From an optimization exercise on the open Yosys and OpenROAD flow, aimed at small area, a short achievable clock period and few clock cycles per item; shortcuts taken in it are not production practice. At most, simulation tests tie the RTL to the original design; equivalence was not proved. For run 1, only the layout was checked, not whether the RTL still works. Power and IR drop assume default switching activity.

## design.v

```verilog
`timescale 1ns/1ns
package llc_geom_pkg;
  localparam int unsigned NUM_WAYS = 4;
  localparam int unsigned DEF_NUM_LINES = 16;
  localparam int unsigned DEF_TAG_WIDTH = 12;
endpackage
`timescale 1ns/1ns
package llc_op_pkg;
  localparam int unsigned MODE_W = 2;
  localparam logic [MODE_W-1:0] MODE_FLUSH = 2'b10;
  localparam logic [MODE_W-1:0] MODE_LOOKUP = 2'b11;
  localparam int unsigned TW_DIT_BIT = 0;
  localparam int unsigned TW_VAL_BIT = 1;
  localparam int unsigned TW_FLAG_BITS = 2;
endpackage
`timescale 1ns/1ns
import llc_geom_pkg::*;
import llc_op_pkg::*;
module llc_tag_store #(
  parameter int unsigned NumLines = DEF_NUM_LINES,
  parameter int unsigned TagWidth = DEF_TAG_WIDTH,
  localparam int unsigned IdxWidth = $clog2(NumLines)
) (
  input  logic                clk_i,
  input  logic                rst_n_i,
  input  logic                req_valid_i,
  output logic                req_ready_o,
  input  logic [MODE_W-1:0]   req_mode_i,
  input  logic [IdxWidth-1:0] req_index_i,
  input  logic [TagWidth-1:0] req_tag_i,
  input  logic                req_dirty_i,
  input  logic [NUM_WAYS-1:0] req_way_i,
  input  logic [NUM_WAYS-1:0] total_lock_i,
  output logic                res_valid_o,
  input  logic                res_ready_i,
  output logic [NUM_WAYS-1:0] res_way_o,
  output logic                res_hit_o,
  output logic                res_evict_o,
  output logic [TagWidth-1:0] res_evict_tag_o
);
  localparam int unsigned W = NUM_WAYS;
  logic [TagWidth-1:0] tag_q  [NumLines][W];
  logic [W-1:0]        val_q  [NumLines];
  logic [W-1:0]        dit_q  [NumLines];
  logic [2:0]          tree_q [NumLines];
  logic                ready_q;
  logic                b_v, c_v;
  logic                b_lk, c_lk;             
  logic [IdxWidth-1:0] b_idx, c_idx;
  logic [TagWidth-1:0] b_tag, c_tag;
  logic                b_dty, c_dty;
  logic [W-1:0]        b_way, c_way;
  logic [W-1:0]        b_lock, c_lock;
  logic [TagWidth-1:0] bt [W];
  logic [W-1:0]        bv, bd;
  logic [2:0]          btr;
  logic                wmb;                    
  logic                samec;                  
  logic [TagWidth-1:0] ct [W];
  logic [W-1:0]        cv, cd, c_eq, f_we;
  logic [2:0]          ctr;
  logic                w_v;
  logic [IdxWidth-1:0] w_idx;
  logic [TagWidth-1:0] w_tag;
  logic [W-1:0]        w_twe, w_val, w_dit;
  logic [2:0]          w_tree;
  logic                out_v, sk_v;
  logic [W-1:0]        sk_way;
  logic                sk_hit, sk_ev;
  logic [TagWidth-1:0] sk_etag;
  logic accept, known, pop, c_fire, c_load, b_load;
  assign req_ready_o = ready_q;
  assign res_valid_o = out_v;
  assign accept  = req_valid_i & ready_q;
  assign known   = req_mode_i[1];
  assign pop     = out_v & res_ready_i;
  assign c_fire  = c_v & ~sk_v;
  assign c_load  = ~c_v | ~sk_v;
  assign b_load  = ~b_v | c_load;
  logic [W-1:0]        hit, free_w, free_low, tree_oh, usable, vict, miss_way, resp_way;
  logic [W-1:0]        tag_we_w, new_val, new_dit, esel;
  logic [1:0]          tree_way;
  logic [2:0]          new_tree;
  logic                any_hit, up_dirty, resp_hit, resp_ev;
  logic [TagWidth-1:0] resp_etag;
  logic [TagWidth-1:0] eff_ct [W];
  always_comb begin
    for (int w = 0; w < W; w++) begin
      eff_ct[w] = f_we[w] ? w_tag : ct[w];
    end
    hit      = c_way & cv & c_eq;
    any_hit  = |hit;
    free_w   = c_way & ~cv;
    free_low = free_w & (~free_w + 1'b1);
    tree_way = ctr[0] ? {1'b1, ctr[2]} : {1'b0, ctr[1]};
    tree_oh  = W'(1) << tree_way;
    usable   = c_way & ~c_lock;
    vict     = (|(tree_oh & usable)) ? tree_oh : (usable & (~usable + 1'b1));
    miss_way = (|free_w) ? free_low : vict;
    resp_hit = c_lk & any_hit;
    if (c_lk) begin
      resp_way = any_hit ? hit : miss_way;
      esel     = miss_way;
    end else begin
      resp_way = c_way;
      esel     = c_way;
    end
    resp_ev   = ~resp_hit & (|(esel & cv & cd));
    resp_etag = '0;
    for (int w = 0; w < W; w++) begin
      resp_etag = resp_etag | (eff_ct[w] & {TagWidth{esel[w] & cv[w]}});
    end
    resp_etag = resp_etag & {TagWidth{~resp_hit}};
    up_dirty = c_dty & ~(|(hit & cd));
    tag_we_w = (c_lk & ~any_hit) ? miss_way : '0;
    if (c_lk) begin
      new_val = cv | tag_we_w;
      new_dit = any_hit ? (cd | (hit & {W{up_dirty}}))
                        : ((cd & ~tag_we_w) | (tag_we_w & {W{c_dty}}));
    end else begin
      new_val = cv & ~c_way;
      new_dit = cd;
    end
    new_tree = ctr;
    if (c_lk) begin
      if (|resp_way[1:0]) begin
        new_tree[0] = 1'b1;
        new_tree[1] = resp_way[0];
      end else if (|resp_way[3:2]) begin
        new_tree[0] = 1'b0;
        new_tree[2] = resp_way[2];
      end
    end
  end
  always_ff @(posedge clk_i) begin
    if (!rst_n_i) begin
      w_v <= 1'b0;
    end else begin
      w_v <= c_fire;
    end
  end
  always_ff @(posedge clk_i) begin
    w_idx  <= c_idx;
    w_twe  <= tag_we_w;
    w_val  <= new_val;
    w_dit  <= new_dit;
    w_tree <= new_tree;
    if (c_fire) w_tag <= c_tag;
  end
  always_ff @(posedge clk_i) begin
    if (w_v) begin
      for (int w = 0; w < W; w++) begin
        if (w_twe[w]) tag_q[w_idx][w] <= w_tag;
      end
      dit_q[w_idx] <= w_dit;
    end
  end
  always_ff @(posedge clk_i) begin
    if (!rst_n_i) begin
      for (int s = 0; s < NumLines; s++) begin
        val_q[s]  <= '0;
        tree_q[s] <= '0;
      end
    end else if (w_v) begin
      val_q[w_idx]  <= w_val;
      tree_q[w_idx] <= w_tree;
    end
  end
  logic [NumLines-1:0] in_oh;
  logic                wm_in;
  logic [TagWidth-1:0] rd_tag [W];
  logic [W-1:0]        rd_val, rd_dit;
  logic [2:0]          rd_tree;
  always_comb begin
    in_oh   = NumLines'(1) << req_index_i;
    rd_val  = '0;
    rd_dit  = '0;
    rd_tree = '0;
    for (int w = 0; w < W; w++) rd_tag[w] = '0;
    for (int s = 0; s < NumLines; s++) begin
      for (int w = 0; w < W; w++) rd_tag[w] = rd_tag[w] | (tag_q[s][w] & {TagWidth{in_oh[s]}});
      rd_val  = rd_val  | (val_q[s]  & {W{in_oh[s]}});
      rd_dit  = rd_dit  | (dit_q[s]  & {W{in_oh[s]}});
      rd_tree = rd_tree | (tree_q[s] & {3{in_oh[s]}});
    end
    wm_in = w_v & (w_idx == req_index_i);
    for (int w = 0; w < W; w++) begin
      if (wm_in & w_twe[w]) rd_tag[w] = w_tag;
    end
    if (wm_in) begin
      rd_val  = w_val;
      rd_dit  = w_dit;
      rd_tree = w_tree;
    end
  end
  logic [TagWidth-1:0] eb_tag [W];
  logic [W-1:0]        eb_val, eb_dit, eq_b;
  logic [2:0]          eb_tree;
  logic                ceq;
  always_comb begin
    for (int w = 0; w < W; w++) begin
      eb_tag[w] = (wmb & w_twe[w]) ? w_tag : bt[w];
      eq_b[w]   = (eb_tag[w] == b_tag);
    end
    eb_val  = wmb ? w_val  : bv;
    eb_dit  = wmb ? w_dit  : bd;
    eb_tree = wmb ? w_tree : btr;
    ceq     = (c_tag == b_tag);
  end
  always_ff @(posedge clk_i) begin
    if (b_load) begin
      b_lk   <= req_mode_i[0];
      b_idx  <= req_index_i;
      b_tag  <= req_tag_i;
      b_dty  <= req_dirty_i;
      b_way  <= req_way_i;
      b_lock <= total_lock_i;
      for (int w = 0; w < W; w++) bt[w] <= rd_tag[w];
      bv     <= rd_val;
      bd     <= rd_dit;
      btr    <= rd_tree;
    end else begin
      for (int w = 0; w < W; w++) bt[w] <= eb_tag[w];
      bv     <= eb_val;
      bd     <= eb_dit;
      btr    <= eb_tree;
    end
  end
  always_ff @(posedge clk_i) begin
    if (c_load) begin
      c_lk   <= b_lk;
      c_idx  <= b_idx;
      c_tag  <= b_tag;
      c_dty  <= b_dty;
      c_way  <= b_way;
      c_lock <= b_lock;
      for (int w = 0; w < W; w++) ct[w] <= eb_tag[w];
      if (samec) begin
        for (int w = 0; w < W; w++) c_eq[w] <= tag_we_w[w] ? ceq : eq_b[w];
        cv   <= new_val;
        cd   <= new_dit;
        ctr  <= new_tree;
        f_we <= tag_we_w;
      end else begin
        c_eq <= eq_b;
        cv   <= eb_val;
        cd   <= eb_dit;
        ctr  <= eb_tree;
        f_we <= '0;
      end
    end
  end
  logic out_load, sk_in;
  assign out_load = ~out_v | pop;
  assign sk_in    = c_fire & ~out_load;
  always_ff @(posedge clk_i) begin
    if (out_load) begin
      if (sk_v) begin
        res_way_o       <= sk_way;
        res_hit_o       <= sk_hit;
        res_evict_o     <= sk_ev;
        res_evict_tag_o <= sk_etag;
      end else begin
        res_way_o       <= resp_way;
        res_hit_o       <= resp_hit;
        res_evict_o     <= resp_ev;
        res_evict_tag_o <= resp_etag;
      end
    end
    if (sk_in) begin
      sk_way  <= resp_way;
      sk_hit  <= resp_hit;
      sk_ev   <= resp_ev;
      sk_etag <= resp_etag;
    end
  end
  logic                b_v_n, c_v_n, out_v_n, sk_v_n;
  logic [IdxWidth-1:0] b_idx_n, c_idx_n;
  always_comb begin
    b_idx_n = b_load ? req_index_i : b_idx;
    c_idx_n = c_load ? b_idx : c_idx;
    b_v_n   = b_load ? (accept & known) : b_v;
    c_v_n   = c_load ? b_v : c_v;
    out_v_n = out_load ? (sk_v | c_fire) : out_v;
    sk_v_n  = sk_in | (sk_v & ~out_load);
  end
  always_ff @(posedge clk_i) begin
    if (!rst_n_i) begin
      ready_q <= 1'b1;
      b_v     <= 1'b0;
      c_v     <= 1'b0;
      out_v   <= 1'b0;
      sk_v    <= 1'b0;
      wmb     <= 1'b0;
      samec   <= 1'b0;
    end else begin
      ready_q <= ~(b_v_n & c_v_n & sk_v_n);
      b_v     <= b_v_n;
      c_v     <= c_v_n;
      out_v   <= out_v_n;
      sk_v    <= sk_v_n;
      wmb     <= c_fire & (c_idx == b_idx_n);
      samec   <= c_v_n & (c_idx_n == b_idx_n);
    end
  end
endmodule
```

## config.mk

```make
export PLATFORM = sky130hd
export DESIGN_NAME = llc_tag_store
export DESIGN_NICKNAME = llc_tag_store
export VERILOG_FILES = /design/flow/design.v
export SDC_FILE = /design/flow/constraint.sdc
export NUM_CORES = 4
export LEC_CHECK = 0
export ABC_CLOCK_PERIOD_IN_PS = 2200
export CAP_MARGIN = 20
export CORE_MARGIN = 2
export CORE_UTILIZATION = 45
export CTS_CLUSTER_DIAMETER = 100
export CTS_CLUSTER_SIZE = 30
export SETUP_SLACK_MARGIN = 2.8
export SLEW_MARGIN = 20
```

## run.sh

```bash
#!/bin/bash
# synth_recipe.tcl (not shown) runs the flow's synth.tcl, then flattens the netlist and writes it again
# the make line also repeats each setting of config.mk as NAME=value (left out here)
make -C /OpenROAD-flow-scripts/flow DESIGN_CONFIG=/design/flow/config.mk WORK_HOME=/design/flow/orfs CLKGATE_MAP_FILE= SYNTH_SCRIPT=/design/flow/synth_recipe.tcl finish
```

## constraint.sdc

```tcl
create_clock -name core_clock -period 5.0 [get_ports {clk_i}]
set_input_delay 1.0000 -clock core_clock [delete_from_list [all_inputs] [get_ports {clk_i}]]
set_output_delay 1.0000 -clock core_clock [all_outputs]
set_load 0.01 [all_outputs]
```

==> results of run 1 <==
-- registers in the layout, indices dropped and copies added (netlist names), 12 cells and up --
signal and cells:
b_tag 12, bt 48, ct 48, val_q 64
dit_q 64, c_tag 12, tree_q 48, w_tag 12
tag_q 768, sk_etag 12, res_evict_tag_o 12
-- layer usage --
layer / GRT usage / wire (µm) / vias to the layer above
met5: 0.001739 / 302 / -
met4: 0.1826 / 12510 / 14
met3: 0.1028 / 26820 / 601
met2: 0.4959 / 81950 / 2850
met1: 0.4348 / 66490 / 16790
li1: - / - / 13013
-- cells in the mapped netlist, drive strengths merged, types with 15 or more instances --
master / number / area, µm²
a22oi: 191 / 1434
nor2b: 28 / 175.2
and2: 187 / 1170
xor2: 28 / 245.2
buf: 88 / 450.4
xnor2: 35 / 306.5
a32oi: 19 / 166.4
a22o: 86 / 753.2
a21oi: 77 / 385.4
o2111ai: 26 / 227.7
nor2: 147 / 551.8
mux2: 121 / 1366
a221oi: 76 / 665.6
a31oi: 22 / 137.6
nand4: 34 / 212.7
nand2: 85 / 321.6
dfxtp: 94 / 1882
o21ai: 74 / 374.1
inv: 28 / 105.1
nor3: 23 / 136.4
and3: 15 / 98.84
o22ai: 53 / 331.6
nor4: 15 / 115.1
nand3: 34 / 170.2
mux2i: 64 / 640.6
a211oi: 17 / 127.6
clkbuf: 118 / 444.2
edfxtp: 1103 / 33120
a222oi: 36 / 360.4
a21o: 16 / 120.1
nand2b: 16 / 100.1
-- cells by family after synthesis --
family / count (synthesis) / synth area share
buffers and inverters: 236 / 0.02107
XOR/XNOR: 63 / 0.01154
AO/OA/AOI/OAI: 763 / 0.1195
AND/OR/NAND/NOR: 630 / 0.07257
flip-flops: 1197 / 0.7322
adder cells (fa/ha/maj): 1 / 0.0002094
multiplexers: 187 / 0.04292
-- through the flow --
step	hold WS [ps]	total power (µW)	std cells	setup WS [ps]	instance area (µm²)
after floorplan	359.1	12180	3077	2338	48720
after global placement	366.5	12840	4442	708.1	50710
after detailed placement	374.1	12850	4442	649.2	50710
after CTS	387.4	17900	4737	2556	55920
after global routing	394.2	18540	4862	2482	58190
final	385.8	18230	4865	2479	58200
-- report_power, final --
part	internal (µW)	leakage, µW	switching (µW)
Sequential	11100	0.0111	271
Clock	1880	0.000666	3130
Combinational	786	0.00783	1080
-- repair_timing --
action / 4_1_cts / 5_1_grt
gates resized for setup: 538 / 244
setup endpoints to repair: 1243 / 507
hold endpoints to repair: 0 / 0
cloned: 27 / 12
setup buffers: 183 / 110
pin swaps: 110 / 131
-- final cells by class --
type	count	area [µm²]	share of cell area
clock inverter	7	66.31	0.001139
timing repair buffer	503	5633	0.09679
timing repair inverter	1	5.005	0.00008600
sequential	1197	35030	0.6020
antenna	6	15.01	0.0002580
inverter	30	133.9	0.002300
tap	1391	1740	0.02991
multi-input combinational	1652	14240	0.2446
clock buffer	78	1334	0.02292
-- critical path, stage by stage --
cell and delay [ps]:
buf_16 140, buf_6 130, buf_12 120, nor4bb_4 160, buf_12 170, a222oi_1 530, o2111ai_2 340, a211oi_4 410
nor2_1 70
-- worst paths after layout --
check	startpoint	end	slack (ps)	depth (start not counted)
worst max-delay path	req_index_i[2]	bt[0][5]$_DFF_P_	2480	9
worst min-delay path	c_idx[3]$_DFF_P_	w_idx[3]$_DFF_P_	390	0
worst max register to register	c_way[0]$_DFFE_PN_	cd[0]$_DFFE_PN_	2520	8
worst min register to register	c_idx[3]$_DFF_P_	w_idx[3]$_DFF_P_	390	0
==> impl_results.md, run 1 <==
- Starting DRC count in detailed routing: 5799
- Hold buffer count at cts: 0
- Worst-margin pin slew: 994.0 ps
- Status: complete, no violations
- Commonest non-fill, non-tap cell in the layout: edfxtp_1
- Layout Utilization: 0.5529
- Final nets: 3462
- Main synth FF type: edfxtp_1
- Fin Setup TNS: 0 ps
- Post-synth net total: 3108
- Die height: 329.9 µm
- Final period util: 0.5043
- Clock Latency Late Sink: 720 ps
- Leak: 0.01961 µW
- Slew headroom: 0.3373
- Clock sinks: 1197
- Fmax: 396.6 MHz
- Die area: 108900 µm²
- Clk slew on worst S/H paths: 130 ps
- DPL Wire Length: 110.8 mm
- Critical-path maximum fanout: 15
- CTS tree: yes
- Vias: 33268
- Core area: 105300 µm²
- Hold Vio Cnt, Final: 0
- Clock root buffer: clkbuf_16
- Vias per inst: 6.838
- Global-route wire length before repair: 250.4 mm
- Grt total ovfl: 0
- Post-synth EDFFs: 1103
- RSZ-0062 raised after global routing: yes
- CTS Buffer Depth: 3
- Sequential-to-total area share from yosys stat: 0.7322
- H-tree depth: 2
- Post-synth ARST share: 0
- Area growth syn-to-layout: 21.73%
- Mapped Area: 47810 µm²
- Post-Syn Area per Cell: 15.54 µm²
- Max-cap check violation count: 0
- Fill count: 8181
- Row count: 119
- Slew Viols, Final: 0
- Synth cell types: 89
- Initial antenna violation count: 7
- Synth Instances: 3077
- Worst min path class: flop to flop
- Flops & latches, synth: 1197
- First-pass detailed-route iteration total: 6
- Vias in the first global route: 31056
- Crit path capture type: flop
- Starting Density: 0.4541
- Clock Skew: 46.85 ps
- WS Path Type: primary input to flop
- IO Pins: 51
- Worst Path Arrival: 3120 ps
- Die Width: 329.9 µm
- Total CTS buffers: 46
- # setup viols final: 0
- All-layer global routing usage: 0.3325
- Number of port buffers: 50
- Largest net degree at the start of global routing: 78
- Most frequent cells in the layout: edfxtp_1, buf_4, a22oi_1
- Wire per inst: 38.66 µm
- CP Launch Type: primary input
- RePlAce Congestion: 0.9515
- Post-DRT Antenna Nets: 0
- Pwr per Cell Area: 313.2 nW/µm²
- Data required time of the worst path: 5590 ps
- Ys Warns: 6
- Worst vdd ir: 0.3333 mV
- Tmin final: 2521 ps
- # DRC: 0
- Post-Route WL: 188.1 mm
- Fraction of layout cells with a size suffix above 1: 0.3074
==> run 2: changes to the inputs <==
--- a/design.v
+++ b/design.v
@@ -64,19 +64,16 @@
   logic [TagWidth-1:0] w_tag;
   logic [W-1:0]        w_twe, w_val, w_dit;
   logic [2:0]          w_tree;
-  logic                out_v, sk_v;
-  logic [W-1:0]        sk_way;
-  logic                sk_hit, sk_ev;
-  logic [TagWidth-1:0] sk_etag;
-  logic accept, known, pop, c_fire, c_load, b_load;
+  localparam int unsigned RspW = W + 2 + TagWidth;
+  logic                out_v;
+  logic [RspW-1:0]     ring [3];
+  logic [1:0]          r_wp, r_rp, r_cnt;
+  logic accept, known, pop;
   assign req_ready_o = ready_q;
   assign res_valid_o = out_v;
   assign accept  = req_valid_i & ready_q;
   assign known   = req_mode_i[1];
   assign pop     = out_v & res_ready_i;
-  assign c_fire  = c_v & ~sk_v;
-  assign c_load  = ~c_v | ~sk_v;
-  assign b_load  = ~b_v | c_load;
   logic [W-1:0]        hit, free_w, free_low, tree_oh, usable, vict, miss_way, resp_way;
   logic [W-1:0]        tag_we_w, new_val, new_dit, esel;
   logic [1:0]          tree_way;
@@ -136,7 +133,7 @@
     if (!rst_n_i) begin
       w_v <= 1'b0;
     end else begin
-      w_v <= c_fire;
+      w_v <= c_v;
     end
   end
   always_ff @(posedge clk_i) begin
@@ -145,7 +142,7 @@
     w_val  <= new_val;
     w_dit  <= new_dit;
     w_tree <= new_tree;
-    if (c_fire) w_tag <= c_tag;
+    w_tag  <= c_tag;
   end
   always_ff @(posedge clk_i) begin
     if (w_v) begin
@@ -208,26 +205,19 @@
     ceq     = (c_tag == b_tag);
   end
   always_ff @(posedge clk_i) begin
-    if (b_load) begin
-      b_lk   <= req_mode_i[0];
-      b_idx  <= req_index_i;
-      b_tag  <= req_tag_i;
-      b_dty  <= req_dirty_i;
-      b_way  <= req_way_i;
-      b_lock <= total_lock_i;
-      for (int w = 0; w < W; w++) bt[w] <= rd_tag[w];
-      bv     <= rd_val;
-      bd     <= rd_dit;
-      btr    <= rd_tree;
-    end else begin
-      for (int w = 0; w < W; w++) bt[w] <= eb_tag[w];
-      bv     <= eb_val;
-      bd     <= eb_dit;
-      btr    <= eb_tree;
-    end
-  end
-  always_ff @(posedge clk_i) begin
-    if (c_load) begin
+    b_lk   <= req_mode_i[0];
+    b_idx  <= req_index_i;
+    b_tag  <= req_tag_i;
+    b_dty  <= req_dirty_i;
+    b_way  <= req_way_i;
+    b_lock <= total_lock_i;
+    for (int w = 0; w < W; w++) bt[w] <= rd_tag[w];
+    bv     <= rd_val;
+    bd     <= rd_dit;
+    btr    <= rd_tree;
+  end
+  always_ff @(posedge clk_i) begin
+    begin
       c_lk   <= b_lk;
       c_idx  <= b_idx;
       c_tag  <= b_tag;
@@ -250,57 +240,51 @@
       end
     end
   end
-  logic out_load, sk_in;
-  assign out_load = ~out_v | pop;
-  assign sk_in    = c_fire & ~out_load;
+  logic [RspW-1:0] resp, ring_head;
+  logic            out_load, ring_empty, ring_push, ring_pop;
+  logic [1:0]      r_cnt_n;
+  assign resp       = {resp_way, resp_hit, resp_ev, resp_etag};
+  assign ring_head  = ring[r_rp];
+  assign ring_empty = (r_cnt == 2'd0);
+  assign out_load   = ~out_v | pop;
+  assign ring_pop   = out_load & ~ring_empty;
+  assign ring_push  = c_v & ~(out_load & ring_empty);
+  assign r_cnt_n    = r_cnt + 2'(ring_push) - 2'(ring_pop);
   always_ff @(posedge clk_i) begin
     if (out_load) begin
-      if (sk_v) begin
-        res_way_o       <= sk_way;
-        res_hit_o       <= sk_hit;
-        res_evict_o     <= sk_ev;
-        res_evict_tag_o <= sk_etag;
-      end else begin
-        res_way_o       <= resp_way;
-        res_hit_o       <= resp_hit;
-        res_evict_o     <= resp_ev;
-        res_evict_tag_o <= resp_etag;
-      end
-    end
-    if (sk_in) begin
-      sk_way  <= resp_way;
-      sk_hit  <= resp_hit;
-      sk_ev   <= resp_ev;
-      sk_etag <= resp_etag;
-    end
-  end
-  logic                b_v_n, c_v_n, out_v_n, sk_v_n;
-  logic [IdxWidth-1:0] b_idx_n, c_idx_n;
-  always_comb begin
-    b_idx_n = b_load ? req_index_i : b_idx;
-    c_idx_n = c_load ? b_idx : c_idx;
-    b_v_n   = b_load ? (accept & known) : b_v;
-    c_v_n   = c_load ? b_v : c_v;
-    out_v_n = out_load ? (sk_v | c_fire) : out_v;
-    sk_v_n  = sk_in | (sk_v & ~out_load);
-  end
+      {res_way_o, res_hit_o, res_evict_o, res_evict_tag_o} <= ring_empty ? resp : ring_head;
+    end
+    if (ring_push) ring[r_wp] <= resp;
+  end
+  always_ff @(posedge clk_i) begin
+    if (!rst_n_i) begin
+      r_wp  <= '0;
+      r_rp  <= '0;
+      r_cnt <= '0;
+    end else begin
+      if (ring_push) r_wp <= (r_wp == 2'd2) ? 2'd0 : r_wp + 2'd1;
+      if (ring_pop)  r_rp <= (r_rp == 2'd2) ? 2'd0 : r_rp + 2'd1;
+      r_cnt <= r_cnt_n;
+    end
+  end
+  logic b_v_n, out_v_n;
+  assign b_v_n   = accept & known;
+  assign out_v_n = out_load ? (~ring_empty | c_v) : out_v;
   always_ff @(posedge clk_i) begin
     if (!rst_n_i) begin
       ready_q <= 1'b1;
       b_v     <= 1'b0;
       c_v     <= 1'b0;
       out_v   <= 1'b0;
-      sk_v    <= 1'b0;
       wmb     <= 1'b0;
       samec   <= 1'b0;
     end else begin
-      ready_q <= ~(b_v_n & c_v_n & sk_v_n);
+      ready_q <= (3'(b_v_n) + 3'(b_v) + 3'(out_v_n) + 3'(r_cnt_n)) < 3'd4;
       b_v     <= b_v_n;
-      c_v     <= c_v_n;
+      c_v     <= b_v;
       out_v   <= out_v_n;
-      sk_v    <= sk_v_n;
-      wmb     <= c_fire & (c_idx == b_idx_n);
-      samec   <= c_v_n & (c_idx_n == b_idx_n);
+      wmb     <= c_v & (c_idx == req_index_i);
+      samec   <= b_v & (b_idx == req_index_i);
     end
   end
 endmodule
==> impl_results.md, run 2 <==
- Post-DRT Antenna Nets: 0 (unchanged)
- CP Launch Type: primary input
- Global-route wire length before repair: 222.6 mm (-11%)
- Most flops, register: tag_q
- Clock Skew: 58.23 ps (+11.38 ps)
- RePlAce Congestion: 0.8939 (-6.1%)
- Initial antenna violation count: 7 (unchanged)
- Post-synth ARST share: 0 (unchanged)
- Critical-path maximum fanout: 22 (+7)
- Comb power frac: 0.104 (+0.002)
- Wire per inst: 35.09 µm (-9.2%)
- CTS Buffer Depth: 3 (unchanged)
- Main synth FF type: edfxtp_1
- Post-synth net total: 3062 (-1.5%)
- Fmax: 420.0 MHz (+5.9%)
- RR Startpoint: ctr[2]$_DFF_P_
- Critical path origin: req_index_i[2]
- Leak: 0.01812 µW (-7.6%)
- Worst min path class: flop to flop
- Clk slew on worst S/H paths: 110 ps (-20 ps)
- Ys Warns: 6 (unchanged)
- Largest stage delay on the critical path: 350 ps (-180 ps)
- Clock root buffer: clkbuf_16
- Synth area leader: edfxtp_1
- # setup viols final: 0 (unchanged)
- Worst r2r dst: ring[2][3]$_DFFE_PP_
- H-tree depth: 2 (unchanged)
- Grt total ovfl: 0 (unchanged)
- Vias: 29585 (-11%)
- Pwr per Cell Area: 347.7 nW/µm² (+11%)
- Mapped Area: 47200 µm² (-1.3%)
- Yosys top cell area share: 0.6464 (-0.04646)
- Internal: 14260 µW (+3.7%)
- Vias per inst: 6.465 (-5.5%)
- Fin Setup TNS: 0 ps (unchanged)
- Data required time of the worst path: 5570 ps (-20 ps)
- Starting Density: 0.4548 (+0.0006201)
- Sequential-to-total area share from yosys stat: 0.7414 (+0.009182)
- All-layer global routing usage: 0.2929 (-0.03964)
- DPL Wire Length: 97.99 mm (-12%)
- RSZ-0062 raised after global routing: yes
- Fraction of layout cells with a size suffix above 1: 0.2394 (-0.06795)
- Sequential share of power: 0.627 (+0.004)
- Power consumption: 19010 µW (+4.3%)
- Switch Pwr: 4749 µW (+6.1%)
- Stages on worst setup path: 9 (unchanged)
- Synth Instances: 3027 (-1.6%)
- Hold Vio Cnt, Final: 0 (unchanged)
- # DRC: 0 (unchanged)
- Vias in the first global route: 28643 (-7.8%)
- Synth area leaders: edfxtp_1, dfxtp_1, a22oi_1
- Final period util: 0.4762 (-0.02805)
- Finished Cell Area: 54650 µm² (-6.1%)
- Final nets: 3191 (-7.8%)
- Final WS setup: 2619 ps (+140.2 ps)
- Post-Route WL: 160.6 mm (-15%)
- Post-synth EDFFs: 1016 (-7.9%)
- Core area: 103800 µm² (-1.4%)
- Starting DRC count in detailed routing: 4604 (-21%)
- Largest regs: tag_q: 768 flops, dit_q: 64 flops, val_q: 64 flops
- Placed inst area: 50050 µm² (-1.3%)
- Clock Power Share: 0.269 (-0.006)
- Die Width: 327.9 µm (-0.63%)
- Worst reg-to-reg setup slack: 2680 ps (+160 ps)
- Buf+Inv Stages, Crit Path: 3 (-1)
- First-pass detailed-route iteration total: 6 (unchanged)
- Most frequent cells after synthesis: edfxtp_1, dfxtp_1, and2_1, a22oi_1, clkbuf_1
- IO Pins: 51 (unchanged)
- Total CTS buffers: 48 (+4.3%)
- Die area: 107500 µm² (-1.3%)
- Post-Syn Area per Cell: 15.59 µm² (+0.36%)
- Commonest non-fill, non-tap cell in the layout: edfxtp_1
- Synth cell types: 76 (-15%)
- Worst path cell trace: buf_16, buf_8, nor4b_4, buf_4, a22o_1, a221oi_2, o2111ai_2, a21oi_1, a21oi_2
- Clock Latency Late Sink: 700 ps (-20 ps)
- Flops & latches, synth: 1240 (+3.6%)
- CTS tree: yes
- Slew headroom: 0.3008 (-0.03650)
- Slew Viols, Final: 0 (unchanged)
- Worst Path Arrival: 2960 ps (-160 ps)
- Worst path top cell family by delay: compound AO/OA/AOI/OAI gates
- Most common cell in the netlist: edfxtp_1
- Tmin final: 2381 ps (-140.2 ps)
- Max reg flops: 768 (unchanged)
- Hold buffer count at cts: 0 (unchanged)
- R2r worst-path depth: 9 (+1)
- Area growth syn-to-layout: 15.79%
- Worst path slowest cell: buf_4
- Status: complete, no violations
- Worst-margin pin slew: 1048 ps (+53.62 ps)
- CP Capture Point: bt[2][4]$_DFF_P_
- Pre-CTS WS: 1000 ps (+350.7 ps)
- Row count: 118 (-0.84%)
- Largest net degree at the start of global routing: 75 (-3.8%)
- Sw Share: 0.2499 (+0.004384)
- Die height: 327.9 µm (-0.63%)
- Max-cap check violation count: 0 (unchanged)
- Number of port buffers: 50 (unchanged)
- Crit path capture type: flop
- WS Path Type: primary input to flop
- Most frequent cells in the layout: edfxtp_1, dfxtp_1, a22oi_1
- Worst vdd ir: 0.2588 mV (-22%)
- Clock sinks: 1240 (+3.6%)
run 2: worst min-delay path by stage:
| stage | startpoint | to | depth (start not counted) |
|---|---|---|---|
| finish | b_way[3]$_DFF_P_ | c_way[3]$_DFF_P_ | 0 |
| detailed placement | b_way[1]$_DFF_P_ | c_way[1]$_DFF_P_ | 0 |
| global route | c_idx[2]$_DFF_P_ | w_idx[2]$_DFF_P_ | 0 |
| floorplan | b_dty$_DFF_P_ | c_dty$_DFF_P_ | 0 |
| CTS | b_way[1]$_DFF_P_ | c_way[1]$_DFF_P_ | 0 |
| global placement | b_lock[0]$_DFF_P_ | c_lock[0]$_DFF_P_ | 0 |
run 2: kinds of logic (layout without fill, tap and decap cells):
kind of cell / count (synthesis) / in the layout / synth area share
flip-flops: 1240 / 1240 / 0.7414
adder cells (fa/ha/maj): 4 / 4 / 0.001219
AND/OR/NAND/NOR: 619 / 622 / 0.07133
multiplexers: 181 / 181 / 0.04061
XOR/XNOR: 74 / 74 / 0.01373
other: 0 / 1 / 0
buffers and inverters: 214 / 379 / 0.01837
AO/OA/AOI/OAI: 695 / 695 / 0.1134
run 2: cell type report:
type,instances,area [µm²]
Fill cell,8357,49140
Sequential cell,1240,35090
Multi-Input combinational cell,1576,13300
Timing Repair Buffer,283,3058
Tap cell,1380,1727
Clock buffer,83,1354
Clock inverter,6,96.34
Inverter,7,26.28
Antenna cell,1,2.502
run 2: what timing repair did:
action	4_1_cts	5_1_grt
endpoints found under the setup margin	1053	835
gates cloned	11	3
buffers inserted	84	30
pin swaps	41	67
resized for setup	437	157
run 2: per-stage QoR:
stage	hold slack [ps]	cells	util
finish	333.4	4576	0.5266
global route	341.1	4575	0.5265
CTS	330.0	4542	0.5169
detailed placement	312.8	4358	0.4822
global placement	315.3	4357	0.4820
floorplan	309.6	3027	-
run 2: power groups by stage:
stage | clock network [µW] | logic (µW) | registers, µW
floorplan | 0 | 1040 | 11900
global placement | 0 | 1620 | 12100
detailed placement | 0 | 1650 | 12100
CTS | 5120 | 1840 | 11900
global route | 5430 | 2090 | 11900
finish | 5110 | 1980 | 11900
run 2: per-layer routing:
layer  GRT usage  vias to the layer above  wire length [µm]
met2      0.4561                     1885             73410
met4      0.1415                        2              9533
li1            -                    12143                 -
met3     0.06389                      396             17050
met1      0.3914                    15159             60560
met5           0                        -                 7
Testbench counts of run 2, summed over its fixed seeds: cycles 12,024, items 12,000.
==> run 3: changes to the inputs <==
--- a/config.mk
+++ b/config.mk
@@ -9,7 +9,7 @@
 export CAP_MARGIN = 20
 export CORE_MARGIN = 2
 export CORE_UTILIZATION = 45
-export CTS_CLUSTER_DIAMETER = 100
-export CTS_CLUSTER_SIZE = 30
+export CTS_CLUSTER_DIAMETER = 90
+export CTS_CLUSTER_SIZE = 26
 export SETUP_SLACK_MARGIN = 2.8
 export SLEW_MARGIN = 20
==> impl_results.md, run 3 <==
- Commonest non-fill, non-tap cell in the layout: edfxtp_1
- Worst path slowest cell: a222oi_1
- Main synth FF type: edfxtp_1
- CTS Buffer Depth: 3 (unchanged)
- Clock Latency Late Sink: 710 ps (about the same)
- Die Width: 327.9 µm (unchanged)
- Hold Vio Cnt, Final: 0 (unchanged)
- Final period util: 0.4671 (-0.009130)
- Post-Route WL: 161.9 mm (+0.81%)
- All-layer global routing usage: 0.2948 (+0.001984)
- Worst vdd ir: 0.2572 mV (-0.61%)
- Die height: 327.9 µm (unchanged)
- Synth area leaders: edfxtp_1, dfxtp_1, a22oi_1
- Row count: 118 (unchanged)
- Slew Viols, Final: 0 (unchanged)
- Starting Density: 0.4548 (unchanged)
- RePlAce Congestion: 0.8939 (unchanged)
- Grt total ovfl: 0 (unchanged)
- Vias: 29818 (+0.79%)
- IO Pins: 51 (unchanged)
- Max-cap check violation count: 0 (unchanged)
- Most frequent cells in the layout: edfxtp_1, dfxtp_1, a22oi_1
- Number of port buffers: 50 (unchanged)
- Wire per inst: 35.14 µm (+0.16%)
- # DRC: 0 (unchanged)
- Total CTS buffers: 54 (+13%)
- H-tree depth: 2 (unchanged)
- RSZ-0062 raised after global routing: yes
- Final nets: 3213 (+0.69%)
- Starting DRC count in detailed routing: 4743 (+3.0%)
- Max reg flops: 768 (unchanged)
- Vias per inst: 6.474 (+0.13%)
- Most frequent cells after synthesis: edfxtp_1, dfxtp_1, and2_1, a22oi_1, clkbuf_1
- Post-synth EDFFs: 1016 (unchanged)
- Worst reg-to-reg setup slack: 2700 ps (+20 ps)
- Leak: 0.01829 µW (+0.97%)
- DPL Wire Length: 97.99 mm (unchanged)
- Final WS setup: 2664 ps (+45.65 ps)
- Fin Setup TNS: 0 ps (unchanged)
- Post-Syn Area per Cell: 15.59 µm² (unchanged)
- Pre-CTS WS: 1000 ps (unchanged)
- Ys Warns: 6 (unchanged)
- Sequential-to-total area share from yosys stat: 0.7414 (unchanged)
- Fraction of layout cells with a size suffix above 1: 0.2427 (+0.003270)
- Global-route wire length before repair: 223.8 mm (+0.52%)
- Die area: 107500 µm² (unchanged)
- Post-synth ARST share: 0 (unchanged)
- Crit path capture type: flop
- CTS tree: yes
- Synth cell types: 76 (unchanged)
- First-pass detailed-route iteration total: 8 (+2)
- Clk slew on worst S/H paths: 100 ps (about the same)
- Yosys top cell area share: 0.6464 (unchanged)
- Largest net degree at the start of global routing: 75 (unchanged)
- Largest regs: tag_q: 768 flops, dit_q: 64 flops, val_q: 64 flops
- Flops & latches, synth: 1240 (unchanged)
- Clock root buffer: clkbuf_16
- Status: complete, no violations
- Worst-margin pin slew: 1045 ps (-2.472 ps)
- Synth area leader: edfxtp_1
- Area growth syn-to-layout: 16.43%
- Slew headroom: 0.3025 (+0.001650)
- Critical-path maximum fanout: 12 (-45%)
- Vias in the first global route: 28850 (+0.72%)
- # setup viols final: 0 (unchanged)
- Worst path cell trace: buf_16, buf_4, nor2b_1, a22o_1, a222oi_1, nand4_1, o22a_1
- Core area: 103800 µm² (unchanged)
- Initial antenna violation count: 7 (unchanged)
- Pwr per Cell Area: 351.1 nW/µm² (+0.97%)
- Most common cell in the netlist: edfxtp_1
- Most flops, register: tag_q
- WS Path Type: primary input to flop
- Worst min path class: flop to flop
- Post-synth net total: 3062 (unchanged)
- WHS Path Cells: 0 (unchanged)
- CP Launch Type: primary input
- Post-DRT Antenna Nets: 0 (unchanged)
- Mapped Area: 47200 µm² (unchanged)
- Fmax: 428.2 MHz (+2.0%)
- Worst Path Arrival: 2920 ps (-40 ps)
- Hold buffer count at cts: 0 (unchanged)
- Data required time of the worst path: 5580 ps (about the same)
- R2r worst-path depth: 8 (-1)
- Clock sinks: 1240 (unchanged)
- Tmin final: 2336 ps (-45.65 ps)
- Synth Instances: 3027 (unchanged)
- Largest stage delay on the critical path: 640 ps (+290 ps)
- Clock Skew: 55.36 ps (-2.875 ps)
## run 3: repair_timing
item                                     CTS  global route
pin swaps                                 42            68
buffers inserted                          85            42
gates resized for setup                  420           148
endpoints found under the setup margin  1052           823
hold endpoints to repair                   0             0
cloned                                    14             3
## run 3: power breakdown
part | internal [µW] | leakage (µW) | switching (µW) | total [µW]
sequential | 11500 | 0.0112 | 418 | 11900
combinational | 848 | 0.00629 | 1150 | 1990
clock | 2180 | 0.000778 | 3210 | 5390
total | 14500 | 0.0183 | 4770 | 19300
## run 3: logic make-up after synthesis
group / count (synthesis) / share of synthesized area
AND/OR/NAND/NOR: 619 / 0.07133
adder cells (fa/ha/maj): 4 / 0.001219
flip-flops: 1240 / 0.7414
AO/OA/AOI/OAI: 695 / 0.1134
XOR/XNOR: 74 / 0.01373
multiplexers: 181 / 0.04061
buffers and inverters: 214 / 0.01837
## run 3: per-stage QoR
step / total power, µW / cell area (µm²) / instances / hold WS, ps / util
2_1_floorplan: 12970 / 48260 / 3027 / 309.6 / -
3_3_place_gp: 13750 / 50020 / 4357 / 315.3 / 0.4820
6_report: 19300 / 54960 / 4606 / 332.3 / 0.5295
4_1_cts: 19170 / 53890 / 4557 / 334.0 / 0.5192
5_1_grt: 19790 / 54950 / 4602 / 341.8 / 0.5294
3_5_place_dp: 13790 / 50050 / 4358 / 312.8 / 0.4822
## run 3: metal layers
layer | vias to the layer above | global-route usage | wire, µm
li1 | 12202 | - | -
met1 | 15201 | 0.3935 | 61770
met2 | 2061 | 0.4634 | 74540
met3 | 354 | 0.06872 | 17490
met4 | 0 | 0.1274 | 8068
met5 | - | 0 | 0
## run 3: final cells by class
type | instances | area (µm²)
antenna | 4 | 10.01
clock buffer | 95 | 1568
clock inverter | 5 | 58.81
fill | 8304 | 48830
inverter | 7 | 30.03
multi-input combinational | 1577 | 13240
sequential | 1240 | 35100
tap | 1380 | 1727
timing repair buffer | 298 | 3234
## run 3: final timing paths
check | end | start
max reg2reg | cd[3]$_DFF_P_ | cv[1]$_DFF_P_
min | c_lk$_DFF_P_ | b_lk$_DFF_P_
max | bt[0][8]$_DFF_P_ | req_index_i[1]
min reg2reg | c_lk$_DFF_P_ | b_lk$_DFF_P_
## run 3: critical path: cells and delay by family
kind / cells / cell delay [ps]
AO/OA/AOI/OAI: 3 / 1220
AND/OR/NAND/NOR: 2 / 400
buffers and inverters: 2 / 270
==> run 4: changes to the inputs <==
--- a/config.mk
+++ b/config.mk
@@ -11,5 +11,5 @@
 export CORE_UTILIZATION = 45
 export CTS_CLUSTER_DIAMETER = 90
 export CTS_CLUSTER_SIZE = 26
-export SETUP_SLACK_MARGIN = 2.8
+export SETUP_SLACK_MARGIN = 2.6
 export SLEW_MARGIN = 20
==> impl_results.md, run 4 <==
- Largest stage delay on the critical path: 350 ps (-290 ps)
- Starting DRC count in detailed routing: 4574 (-3.6%)
- RSZ-0062 raised after global routing: yes
- Die Width: 327.9 µm (unchanged)
- Status: complete, no violations
- Global-route wire length before repair: 215.4 mm (-3.8%)
- # setup viols final: 0 (unchanged)
- Post-Syn Area per Cell: 15.59 µm² (unchanged)
- Worst path slowest cell: buf_4
- Worst-margin pin slew: 1056 ps (+10.73 ps)
- Initial antenna violation count: 8 (+1)
- Critical-path maximum fanout: 36 (+24)
- Largest net degree at the start of global routing: 76 (+1.3%)
- Max reg flops: 768 (unchanged)
- Ys Warns: 6 (unchanged)
- Worst Path Arrival: 2990 ps (+70 ps)
- Number of port buffers: 50 (unchanged)
- Leak: 0.01735 µW (-5.2%)
- Clk slew on worst S/H paths: 110 ps (about the same)
- FF/Latch Area: 35050 µm² (-0.14%)
- Post-synth EDFFs: 1016 (unchanged)
- Total CTS buffers: 53 (-1.9%)
- Fmax: 412.0 MHz (-3.8%)
- Post-synth ARST share: 0 (unchanged)
- Pwr per Cell Area: 357.9 nW/µm² (+1.9%)
- Max-cap check violation count: 0 (unchanged)
- Die height: 327.9 µm (unchanged)
- Hold buffer count at cts: 0 (unchanged)
- Grt total ovfl: 0 (unchanged)
- Fill count: 8474 (+2.0%)
- Most frequent cells after synthesis: edfxtp_1, dfxtp_1, and2_1, a22oi_1, clkbuf_1
- Worst path top cell family by delay: compound AO/OA/AOI/OAI gates
- Final nets: 3106 (-3.3%)
- Slew headroom: 0.2886 (-0.01385)
- Worst vdd ir: 0.2971 mV (+16%)
- Fin Setup TNS: 0 ps (unchanged)
- Mapped Area: 47200 µm² (unchanged)
- Flops & latches, synth: 1240 (unchanged)
- Post-Route WL: 154.7 mm (-4.4%)
- Synth area leader: edfxtp_1
- All-layer global routing usage: 0.2818 (-0.01301)
- RePlAce Congestion: 0.9298 (+4.0%)
- Most frequent cells in the layout: edfxtp_1, dfxtp_1, a22oi_1
- Clock root buffer: clkbuf_16
- Vias: 29149 (-2.2%)
- First-pass detailed-route iteration total: 8 (unchanged)
- Clock Latency Late Sink: 690 ps (-20 ps)
- Slew Viols, Final: 0 (unchanged)
- Area growth syn-to-layout: 12.15%
- WS Path Type: primary input to flop
- DPL Wire Length: 97.26 mm (-0.75%)
- # DRC: 0 (unchanged)
- Vias in the first global route: 28058 (-2.7%)
- Starting Density: 0.4548 (unchanged)
- Wire per inst: 34.37 µm (-2.2%)
- Synth Instances: 3027 (unchanged)
- Die area: 107500 µm² (unchanged)
- Synth cell types: 76 (unchanged)
- Yosys top cell area share: 0.6464 (unchanged)
- Commonest non-fill, non-tap cell in the layout: edfxtp_1
- Worst path cell trace: buf_12, buf_4, nor2b_2, a22o_1, a222oi_1, o2111ai_1, a21oi_2, a21oi_1
- Most common cell in the netlist: edfxtp_1
- Vias per inst: 6.478 (about the same)
- Sequential-to-total area share from yosys stat: 0.7414 (unchanged)
- Post-DRT Antenna Nets: 0 (unchanged)
- IO Pins: 51 (unchanged)
- Layout Utilization: 0.5100 (-0.01947)
- Area occupied by multi-input gates: 12520 µm² (-5.4%)
- H-tree depth: 2 (unchanged)
- CTS Buffer Depth: 3 (unchanged)
- Clock sinks: 1240 (unchanged)
- Clock Skew: 34.43 ps (-20.93 ps)
- Fraction of layout cells with a size suffix above 1: 0.1802 (-0.06255)
- Final period util: 0.4855 (+0.01835)
- Buf+Inv Stages, Crit Path: 2 (unchanged)
- Tmin final: 2427 ps (+91.73 ps)
- Crit path capture type: flop
- Hold Vio Cnt, Final: 0 (unchanged)
- Row count: 118 (unchanged)
- Core area: 103800 µm² (unchanged)
- Data required time of the worst path: 5560 ps (-20 ps)
- CP Launch Type: primary input
- Largest regs: tag_q: 768 flops, dit_q: 64 flops, val_q: 64 flops
- CTS tree: yes
- Worst min path class: flop to flop
- Most flops, register: tag_q
- Post-synth net total: 3062 (unchanged)
- Main synth FF type: edfxtp_1
- Synth area leaders: edfxtp_1, dfxtp_1, a22oi_1
run 4: cell types whose count changed in the layout (fill, tap and decap cells not counted), sizes merged, moves of 6 or more:
cell           delta
buf             -118
bufbuf            -6
dlygate4sd2      +11
clkdlybuf4s15    +10
run 4: report_power, final:
part | switching, µW | leakage, µW | internal, µW
clock | 3170 | 0.000735 | 2100
sequential | 447 | 0.0112 | 11500
combinational | 1020 | 0.00539 | 723
run 4: layout make-up:
cell class,count,area share
flip-flops and latches,1240,0.6621
repair buffers,195,0.03879
clock inverters,3,0.0004018
multi-input cells,1574,0.2365
diodes,6,0.0002836
well taps,1380,0.03262
inverters,7,0.0004963
clock buffers,95,0.02883
run 4: final timing paths:
kind / cells after the start / slack [ps] / startpoint / endpoint
min reg2reg: 0 / 330 / b_way[1]$_DFF_P_ / c_way[1]$_DFF_P_
max: 8 / 2570 / req_index_i[2] / bt[3][11]$_DFF_P_
min: 0 / 330 / b_way[1]$_DFF_P_ / c_way[1]$_DFF_P_
max reg2reg: 7 / 2590 / c_way[2]$_DFF_P_ / res_evict_tag_o[1]$_DFFE_PN_
run 4: worst reg2reg max path, delay by kind of cell, from the launching register on:
kind                   cells  cell delay [ps]
buffers and inverters      1              170
and+or+nand+nor            2              590
DFF                        1              490
AOI/OAI and AO/OA          4              940
run 4: metrics by stage:
step	area (µm²)	total power, µW	instances	hold WS (ps)	setup slack, ps
2_1_floorplan	48090	12960	3027	309.6	2284
3_3_place_gp	50030	13740	4354	318.1	960.9
3_5_place_dp	50030	13780	4354	315.0	923.7
4_1_cts	52360	18860	4478	335.8	2479
5_1_grt	52920	19440	4494	345.3	2527
6_report	52940	18950	4500	331.5	2573
run 4: timing repair:
item | in CTS | in global routing
setup endpoints to repair | 833 | 414
gates resized for setup | 187 | 103
cloned | 2 | 3
pin swaps | 11 | 14
buffers inserted | 24 | 13
hold endpoints to repair | 0 | 0
run 4: layer usage:
metal,up-vias,track usage,routed length [µm]
met5,-,0,49
met4,8,0.1086,7162
met3,346,0.05984,16720
met2,1878,0.4411,70930
met1,14940,0.3871,59800
li1,11977,-,-
run 4: kinds of logic (layout without fill, tap and decap cells):
family / count (synthesis) / after routing / synth area share
adders and majority gates: 4 / 4 / 0.001219
buffers and inverters: 214 / 300 / 0.01837
DFF: 1240 / 1240 / 0.7414
other: 0 / 6 / 0
muxes: 181 / 181 / 0.04061
and+or+nand+nor: 619 / 620 / 0.07133
AOI/OAI and AO/OA: 695 / 695 / 0.1134
xor gates and xnor gates: 74 / 74 / 0.01373
==> run 5: changes to the inputs <==
--- a/config.mk
+++ b/config.mk
@@ -11,5 +11,5 @@
 export CORE_UTILIZATION = 45
 export CTS_CLUSTER_DIAMETER = 90
 export CTS_CLUSTER_SIZE = 26
-export SETUP_SLACK_MARGIN = 2.6
+export SETUP_SLACK_MARGIN = 2.9
 export SLEW_MARGIN = 20
==> impl_results.md, run 5 <==
- Status: complete, no violations
- Starting DRC count in detailed routing: 5090 (+11%)
- DPL Wire Length: 98.66 mm (+1.4%)
- Main synth FF type: edfxtp_1
- Most frequent cells after synthesis: edfxtp_1, dfxtp_1, and2_1, a22oi_1, clkbuf_1
- Clock root buffer: clkbuf_16
- Fin Hold WS: 331.6 ps (+0.1000 ps)
- Final period util: 0.4622 (-0.02321)
- Post-synth net total: 3062 (unchanged)
- RePlAce Congestion: 0.9281 (-0.18%)
- Wire per inst: 36.13 µm (+5.1%)
- Flops & latches, synth: 1240 (unchanged)
- Switch Pwr: 4867 µW (+5.1%)
- CTS tree: yes
- Post-synth ARST share: 0 (unchanged)
- Worst min path class: flop to flop
- Total CTS buffers: 54 (+1.9%)
- Vias in the first global route: 29294 (+4.4%)
- Most flops, register: tag_q
- Vias: 31198 (+7.0%)
- RSZ-0062 raised after global routing: yes
- Slew Viols, Final: 0 (unchanged)
- Post-Route WL: 171.4 mm (+11%)
- Dpl cells: 4353 (-0.023%)
- Most frequent cells in the layout: edfxtp_1, buf_4, dfxtp_1
- Comb power frac: 0.112 (+0.020)
- Clock sinks: 1240 (unchanged)
- Fmax: 432.7 MHz (+5.0%)
- Largest regs: tag_q: 768 flops, dit_q: 64 flops, val_q: 64 flops
- Starting Density: 0.4548 (unchanged)
- # DRC: 0 (unchanged)
- Max reg flops: 768 (unchanged)
- Crit path capture type: flop
- Die Width: 327.9 µm (unchanged)
- Layout Utilization: 0.5525 (+0.04244)
- Worst-margin pin slew: 1151 ps (+95.00 ps)
- Clock Skew: 26.73 ps (-7.696 ps)
- Number of port buffers: 50 (unchanged)
- Initial antenna violation count: 8 (unchanged)
- Sw Share: 0.2503 (+0.005920)
- Post-Syn Area per Cell: 15.59 µm² (unchanged)
- Synth Instances: 3027 (unchanged)
- Mapped Area: 47200 µm² (unchanged)
- WS Path Type: primary input to flop
- Worst vdd ir: 0.4246 mV (+43%)
- All-layer global routing usage: 0.3009 (+0.01912)
- Core area: 103800 µm² (unchanged)
- Largest net degree at the start of global routing: 76 (unchanged)
- Post-DRT Antenna Nets: 0 (unchanged)
- Yosys top cell area share: 0.6464 (unchanged)
- Most common cell in the netlist: edfxtp_1
- IO Pins: 51 (unchanged)
- Global-route wire length before repair: 228.1 mm (+5.9%)
- Finished Layout Cells: 4744 (+5.4%)
- Slew headroom: 0.2317 (-0.05694)
- CTS Buffer Depth: 3 (unchanged)
- Ys Warns: 6 (unchanged)
- Post-synth EDFFs: 1016 (unchanged)
- Leak: 0.01928 µW (+11%)
- Tmin final: 2311 ps (-116.1 ps)
- Grt total ovfl: 0 (unchanged)
- H-tree depth: 2 (unchanged)
- Sequential-to-total area share from yosys stat: 0.7414 (unchanged)
- Commonest non-fill, non-tap cell in the layout: edfxtp_1
- Synth cell types: 76 (unchanged)
- Vias per inst: 6.576 (+1.5%)
- Synth area leader: edfxtp_1
- Worst Path Arrival: 2880 ps (-110 ps)
- Final nets: 3351 (+7.9%)
- Critical-path maximum fanout: 5 (-86%)
- # setup viols final: 0 (unchanged)
- Clock Latency Late Sink: 690 ps (about the same)
- Fin Setup TNS: 0 ps (unchanged)
- Hold Vio Cnt, Final: 0 (unchanged)
- Data required time of the worst path: 5570 ps (about the same)
- Die area: 107500 µm² (unchanged)
- Pwr per Cell Area: 339.1 nW/µm² (-5.3%)
- Fraction of layout cells with a size suffix above 1: 0.2978 (+0.1177)
- Max-cap check violation count: 0 (unchanged)
- First-pass detailed-route iteration total: 9 (+1)
- Row count: 118 (unchanged)
- CP Launch Type: primary input
- Sequential share of power: 0.614 (-0.016)
- Clock Power Share: 0.275 (-0.003)
- Clk slew on worst S/H paths: 110 ps (about the same)
- Synth area leaders: edfxtp_1, dfxtp_1, a22oi_1
- Internal: 14580 µW (+1.8%)
- Die height: 327.9 µm (unchanged)
- Area growth syn-to-layout: 21.49%
## run 5: cell count changes in the layout (fill, tap and decap cells not counted), sizes merged
| cell | change |
|---|---|
| dlygate4sd2 | -10 |
| inv | +1 |
| buf | +235 |
| clkdlybuf4s15 | -10 |
| diode | -3 |
| and4b | +1 |
| nand2 | +11 |
| and2 | +9 |
| clkbuf | +2 |
| bufbuf | +6 |
| and4bb | +1 |
| clkinvlp | +1 |
## run 5: worst max-delay path, cell delays in order
cell     delay (ps)
buf_16          130
buf_16          140
buf_12          120
and4b_4         280
buf_16          180
a22oi_2         230
nand4_1         440
nor3_2          240
a21oi_1         100
## run 5: worst paths after layout
path	startpoint	end	slack (ps)	depth (start not counted)
setup reg to reg	c_way[3]$_DFF_P_	ring[2][0]$_DFFE_PP_	2730	7
setup / recovery	req_index_i[3]	bv[0]$_DFF_P_	2690	9
hold reg to reg	b_way[2]$_DFF_P_	c_way[2]$_DFF_P_	330	0
hold / removal	b_way[2]$_DFF_P_	c_way[2]$_DFF_P_	330	0
## run 5: repair_timing
item,in CTS,in global routing
hold buffers,0,0
endpoints found under the setup margin,1194,922
buffers inserted,154,88
gates cloned,20,25
pin swaps,143,130
resized for setup,610,201
## run 5: area by class of cell
class	count	area, µm²
clock buffers	96	1540
clock inverters	5	48.80
repair buffers	417	4747
inverters	7	32.53
flip-flops and latches	1240	35100
fillers	8027	46450
multi-input cells	1596	14140
well taps	1380	1727
diodes	3	7.507
## run 5: per-layer routing
| layer | track usage | vias up | part of all wire |
|---|---|---|---|
| met2 | 0.4669 | 2374 | 0.45 |
| met1 | 0.4018 | 15788 | 0.36 |
| li1 | - | 12529 | - |
| met5 | 0 | - | 0.000076 |
| met4 | 0.1494 | 2 | 0.065 |
| met3 | 0.06618 | 505 | 0.12 |
## run 5: cells by family after synthesis
family | count (synthesis) | share of synthesized area
flops | 1240 | 0.7414
compound gates | 695 | 0.1134
simple gates | 619 | 0.07133
buf+inv | 214 | 0.01837
mux | 181 | 0.04061
xor+xnor | 74 | 0.01373
fa+ha+maj | 4 | 0.001219
## run 5: through the flow
stage               power [µW]  cell area [µm²]  worst slack, ps
global placement         13760            49980             1114
floorplan                12970            48300             2284
detailed placement       13790            49990             1219
global route             19890            57340             2657
CTS                      19210            55360             2668
finish                   19440            57340             2689
## run 5: power by group through the flow
| stage | Clock (µW) | Sequential [µW] | Combinational, µW |
|---|---|---|---|
| 2_1_floorplan | 0 | 11900 | 1050 |
| 3_3_place_gp | 0 | 12200 | 1610 |
| 3_5_place_dp | 0 | 12200 | 1630 |
| 4_1_cts | 5330 | 11900 | 1950 |
| 5_1_grt | 5660 | 12000 | 2280 |
| 6_report | 5340 | 11900 | 2170 |
==> run 6: changes to the inputs <==
--- a/config.mk
+++ b/config.mk
@@ -11,5 +11,5 @@
 export CORE_UTILIZATION = 45
 export CTS_CLUSTER_DIAMETER = 90
 export CTS_CLUSTER_SIZE = 26
-export SETUP_SLACK_MARGIN = 2.9
+export SETUP_SLACK_MARGIN = 2.7
 export SLEW_MARGIN = 20
==> impl_results.md, run 6 <==
- Yosys top cell area share: 0.6464 (unchanged)
- Hold buffer count at cts: 0 (unchanged)
- All-layer global routing usage: 0.2869 (-0.01402)
- Main synth FF type: edfxtp_1
- Wire per inst: 34.93 µm (-3.3%)
- Clock Skew: 53.87 ps (+27.13 ps)
- Fin Setup TNS: 0 ps (unchanged)
- Starting DRC count in detailed routing: 5015 (-1.5%)
- DPL Wire Length: 96.94 mm (-1.7%)
- Dpl cells: 4349 (-0.092%)
- Worst-margin pin slew: 1034 ps (-117.4 ps)
- Final period util: 0.4737 (+0.01143)
- GRT Max-Usage Layer: met2
- Synth cell types: 76 (unchanged)
- Most frequent cells after synthesis: edfxtp_1, dfxtp_1, and2_1, a22oi_1, clkbuf_1
- Finished Layout Cells: 4530 (-4.5%)
- CTS tree: yes
- Mapped Area: 47200 µm² (unchanged)
- Hold Vio Cnt, Final: 0 (unchanged)
- Worst vdd ir: 0.2838 mV (-33%)
- Grt total ovfl: 0 (unchanged)
- Synth Area in Compound Gates: 0.1134 (unchanged)
- # DRC: 0 (unchanged)
- Worst min path class: flop to flop
- Synth area leader: edfxtp_1
- Fill count: 8463 (+5.4%)
- Largest family of logic cells by synthesized area: compound AO/OA/AOI/OAI gates
- Fmax: 422.2 MHz (-2.4%)
- Row count: 118 (unchanged)
- # setup viols final: 0 (unchanged)
- Number of port buffers: 50 (unchanged)
- Die height: 327.9 µm (unchanged)
- Post-synth net total: 3062 (unchanged)
- CTS Buffer Depth: 3 (unchanged)
- Synth Instances: 3027 (unchanged)
- Area growth syn-to-layout: 13.16%
- Post-synthesis adder-cell area fraction: 0.001219 (unchanged)
- Leak: 0.01765 µW (-8.5%)
- Clock sinks: 1240 (unchanged)
- Post-Route WL: 158.2 mm (-7.7%)
- Clock root buffer: clkbuf_16
- Post-synth EDFFs: 1016 (unchanged)
- Fraction of layout cells with a size suffix above 1: 0.1966 (-0.1012)
- Max-cap check violation count: 0 (unchanged)
- Post-Synth Simple-Gate Area: 0.07133 (unchanged)
- Largest net degree at the start of global routing: 76 (unchanged)
- Starting Density: 0.4548 (unchanged)
- Final nets: 3136 (-6.4%)
- H-tree depth: 2 (unchanged)
- Largest regs: tag_q: 768 flops, dit_q: 64 flops, val_q: 64 flops
- Most frequent cells in the layout: edfxtp_1, dfxtp_1, a22oi_1
- GR Util met1: 0.3907 (-0.01108)
- Commonest non-fill, non-tap cell in the layout: edfxtp_1
- Global Route met2 Usage: 0.4508 (-0.01605)
- Die Width: 327.9 µm (unchanged)
- Slew headroom: 0.3096 (+0.07787)
- First-pass detailed-route iteration total: 9 (unchanged)
- Area occupied by multi-input gates: 12690 µm² (-10%)
- Fin Hold WS: 326.2 ps (-5.438 ps)
- FF/Latch Area: 35080 µm² (about the same)
- Slew Viols, Final: 0 (unchanged)
- Vias: 29428 (-5.7%)
- Post-DRT Antenna Nets: 0 (unchanged)
- Die area: 107500 µm² (unchanged)
- CP Launch Type: primary input
- Flops & latches, synth: 1240 (unchanged)
- IO Pins: 51 (unchanged)
- Tmin final: 2368 ps (+57.14 ps)
- Initial antenna violation count: 7 (-1)
- Vias per inst: 6.496 (-1.2%)
- Sequential-to-total area share from yosys stat: 0.7414 (unchanged)
- Grt met3 use: 0.06093 (-0.005254)
- RSZ-0062 raised after global routing: yes
- WS Path Type: primary input to flop
- Most flops, register: tag_q
- Max reg flops: 768 (unchanged)
- XOR/XNOR share of the synthesized area: 0.01373 (unchanged)
- Post-synth ARST share: 0 (unchanged)
- Crit path capture type: flop
- Critical-path maximum fanout: 14 (+9)
- Vias in the first global route: 28240 (-3.6%)
- RePlAce Congestion: 0.9042 (-2.6%)
- Pwr per Cell Area: 357.9 nW/µm² (+5.6%)
- Worst Path Arrival: 2970 ps (+90 ps)
- Status: complete, no violations
- Core area: 103800 µm² (unchanged)
- Post-Syn Area per Cell: 15.59 µm² (unchanged)
- Global-route wire length before repair: 218.3 mm (-4.3%)
- Most common cell in the netlist: edfxtp_1
- Synth area leaders: edfxtp_1, dfxtp_1, a22oi_1
- Clock Latency Late Sink: 720 ps (+30 ps)
- Ys Warns: 6 (unchanged)
- Total CTS buffers: 55 (+1.9%)
- Data required time of the worst path: 5600 ps (+30 ps)
- Multiplexer area fraction after synthesis: 0.04061 (unchanged)
- Clk slew on worst S/H paths: 110 ps (about the same)
## run 6: cell count changes in the layout (fill, tap and decap cells not counted), sizes merged, moves of 2 or more
cell | previous run | this run
buf | 380 | 183
nand2 | 86 | 75
and2 | 214 | 205
bufbuf | 7 | 3
inv | 9 | 12
and4b | 6 | 8
## run 6: what timing repair did
action,in CTS,in global routing
setup endpoints to repair,978,646
resized for setup,302,105
buffers inserted,32,30
cloned,7,5
pin swaps,20,16
hold endpoints to repair,0,0
## run 6: critical path: stages
cell and delay (ps):
buf_16 140, buf_16 160, nand2_4 120, nor2_2 710, a22oi_1 270, o2111ai_1 250
nor2_1 60, a21oi_1 220
## run 6: through the flow
step           utilization  instance area (µm²)  setup slack [ps]  power [µW]
5_1_grt             0.5146                53410              2573       19630
2_1_floorplan            -                48250              2284       12970
6_report            0.5146                53410              2632       19120
3_5_place_dp        0.4819                50020             985.8       13780
3_3_place_gp        0.4818                50010              1039       13750
4_1_cts             0.5080                52730              2635       19050
## run 6: cell families (layout without fill, tap and decap cells)
family,Yosys count,count (layout)
other,0,2
adders and majority gates,4,4
muxes,181,181
DFF,1240,1240
xor gates and xnor gates,74,74
buffers and inverters,214,330
AOI/OAI and AO/OA,695,695
and+or+nand+nor,619,624
## run 6: layer usage
| layer | up-vias | share of wire |
|---|---|---|
| met2 | 2054 | 0.46 |
| met4 | 2 | 0.045 |
| met1 | 14957 | 0.38 |
| met3 | 364 | 0.12 |
| met5 | - | 0.00086 |
| li1 | 12051 | - |
## run 6: path summary, 6_finish.rpt
kind,startpoint,to,slack [ps],cells after the start
setup / recovery,req_index_i[0],bt[3][5]$_DFF_P_,2630,8
hold / removal,b_way[2]$_DFF_P_,c_way[2]$_DFF_P_,330,0
setup reg to reg,w_idx[0]$_DFF_P_,tag_q[37][2]$_DFFE_PP_,2660,5
hold reg to reg,b_way[2]$_DFF_P_,c_way[2]$_DFF_P_,330,0
## run 6: final cells by class
cell class | instances | share of cell area
Clock buffer | 95 | 0.02858
Antenna cell | 2 | 0.00009370
Inverter | 7 | 0.0004919
Timing Repair Buffer | 219 | 0.04195
Multi-Input combinational cell | 1578 | 0.2376
Tap cell | 1380 | 0.03233
Sequential cell | 1240 | 0.6567
Clock inverter | 9 | 0.002272
## run 6: where the power goes
part | switching, µW | internal (µW) | leakage, µW | total, µW
combinational | 1050 | 742 | 0.00565 | 1790
clock | 3240 | 2150 | 0.000778 | 5390
sequential | 443 | 11500 | 0.0112 | 11900
==> run 7: changes to the inputs <==
--- a/config.mk
+++ b/config.mk
@@ -13,3 +13,4 @@
 export CTS_CLUSTER_SIZE = 26
 export SETUP_SLACK_MARGIN = 2.7
 export SLEW_MARGIN = 20
+export TNS_END_PERCENT = 5
==> impl_results.md, run 7 <==
- Largest regs: tag_q: 768 flops, dit_q: 64 flops, val_q: 64 flops
- Fraction of layout cells with a size suffix above 1: 0.1523 (-0.04431)
- Most common cell in the netlist: edfxtp_1
- Commonest non-fill, non-tap cell in the layout: edfxtp_1
- Post-Syn Area per Cell: 15.59 µm² (unchanged)
- Die height: 327.9 µm (unchanged)
- Max reg flops: 768 (unchanged)
- Leak: 0.01732 µW (-1.9%)
- Pwr per Cell Area: 364.3 nW/µm² (+1.8%)
- Die area: 107500 µm² (unchanged)
- Ys Warns: 6 (unchanged)
- Initial antenna violation count: 7 (unchanged)
- Crit path capture type: flop
- Mapped Area: 47200 µm² (unchanged)
- H-tree depth: 2 (unchanged)
- Tmin final: 2673 ps (+304.7 ps)
- Flops & latches, synth: 1240 (unchanged)
- Max-cap check violation count: 0 (unchanged)
- Vias: 29419 (-0.031%)
- Clk slew on worst S/H paths: 110 ps (about the same)
- Finished Layout Cells: 4523 (-0.15%)
- Post-synth EDFFs: 1016 (unchanged)
- Main synth FF type: edfxtp_1
- Synth area leader: edfxtp_1
- Final period util: 0.5346 (+0.06093)
- CTS Buffer Depth: 3 (unchanged)
- Total CTS buffers: 55 (unchanged)
- Worst r2r dst: tag_q[54][3]$_DFFE_PP_
- Hold Startpoint: b_way[1]$_DFF_P_
- Post-Route WL: 156.6 mm (-1.1%)
- Status: complete, no violations
- Worst path slowest cell: a21oi_1
- Post-synth ARST share: 0 (unchanged)
- Worst Path Arrival: 3210 ps (+240 ps)
- Hold Vio Cnt, Final: 0 (unchanged)
- Vias in the first global route: 28439 (+0.70%)
- Post-DRT Antenna Nets: 0 (unchanged)
- First-pass detailed-route iteration total: 6 (-3)
- Internal: 14520 µW (+0.98%)
- WHS Path Cells: 0 (unchanged)
- Worst-margin pin slew: 1041 ps (+7.071 ps)
- Largest stage delay on the critical path: 440 ps (-270 ps)
- RSZ-0062 raised after global routing: yes
- R2r worst-path depth: 4 (-1)
- Yosys top cell area share: 0.6464 (unchanged)
- Hold Path End: c_way[1]$_DFF_P_
- Most flops, register: tag_q
- Pre-CTS WS: 901.0 ps (-84.74 ps)
- Starting DRC count in detailed routing: 4967 (-0.96%)
-- run 7: worst max-delay path, delay by kind of cell --
| family | cells | cell delay [ps] |
|---|---|---|
| AND/OR/NAND/NOR | 1 | 430 |
| AO/OA/AOI/OAI | 5 | 1020 |
| buffers and inverters | 2 | 620 |
-- run 7: layer usage --
layer	up-vias	GRT usage	routed length (µm)
li1	12027	-	-
met1	15034	0.3894	59750
met2	1991	0.4485	71410
met3	367	0.06643	17880
met4	0	0.1224	7529
met5	-	0	0
-- run 7: how the worst max path moves through the flow --
stage,from,endpoint
2_1_floorplan,res_ready_i,ready_q$_SDFF_PN1_
5_1_grt,rst_n_i,val_q[15][0]$_SDFFCE_PN0P_
4_1_cts,res_way_o[0]$_DFFE_PN_,res_way_o[0]
3_3_place_gp,req_index_i[1],bt[1][8]$_DFF_P_
3_5_place_dp,req_index_i[1],bt[1][8]$_DFF_P_
6_report,req_index_i[3],bt[1][8]$_DFF_P_
-- run 7: layout make-up --
cell class,count,area [µm²]
timing repair buffer,212,2211
inverter,7,26.28
sequential,1240,35040
antenna,5,12.51
multi-input combinational,1577,12000
clock buffer,93,1540
clock inverter,9,151.4
fill,8495,51090
tap,1380,1727
-- run 7: timing repair --
item                       in CTS  in global routing
setup endpoints to repair     939               1070
gates cloned                   11                  0
resized for setup             132                 47
setup buffers                  33                  5
pin swaps                      15                  5
hold buffers                    0                  0
-- run 7: power groups by stage --
stage                     logic (µW)  clock network [µW]  registers (µW)
after floorplan                  968                   0           11900
after global placement          1570                   0           12100
after detailed placement        1600                   0           12100
after CTS                       1700                5560           11900
after global routing            1840                5910           12000
final                           1740                5540           11900
-- run 7: cell families after synthesis --
kind of cell / Yosys count / synth area share
buffers and inverters: 214 / 0.01837
muxes: 181 / 0.04061
DFF: 1240 / 0.7414
xor gates and xnor gates: 74 / 0.01373
and+or+nand+nor: 619 / 0.07133
adders and majority gates: 4 / 0.001219
AOI/OAI and AO/OA: 695 / 0.1134
-- run 7: metrics by stage --
| stage | hold WS, ps | total power [µW] | cell area [µm²] |
|---|---|---|---|
| after global placement | 315.8 | 13710 | 49760 |
| after CTS | 318.9 | 19170 | 52500 |
| final | 320.1 | 19200 | 52710 |
| after floorplan | 309.6 | 12890 | 47280 |
| after global routing | 317.3 | 19710 | 52690 |
| after detailed placement | 312.8 | 13740 | 49770 |

Setup slack of run 7, layout unchanged: 2.327 ns with ideal ports, 2.272 ns with driving cells assumed (clock clkbuf_16, inputs buf_2), 1.524 ns with port delays also shifted by the 0.748 ns mid clock arrival.
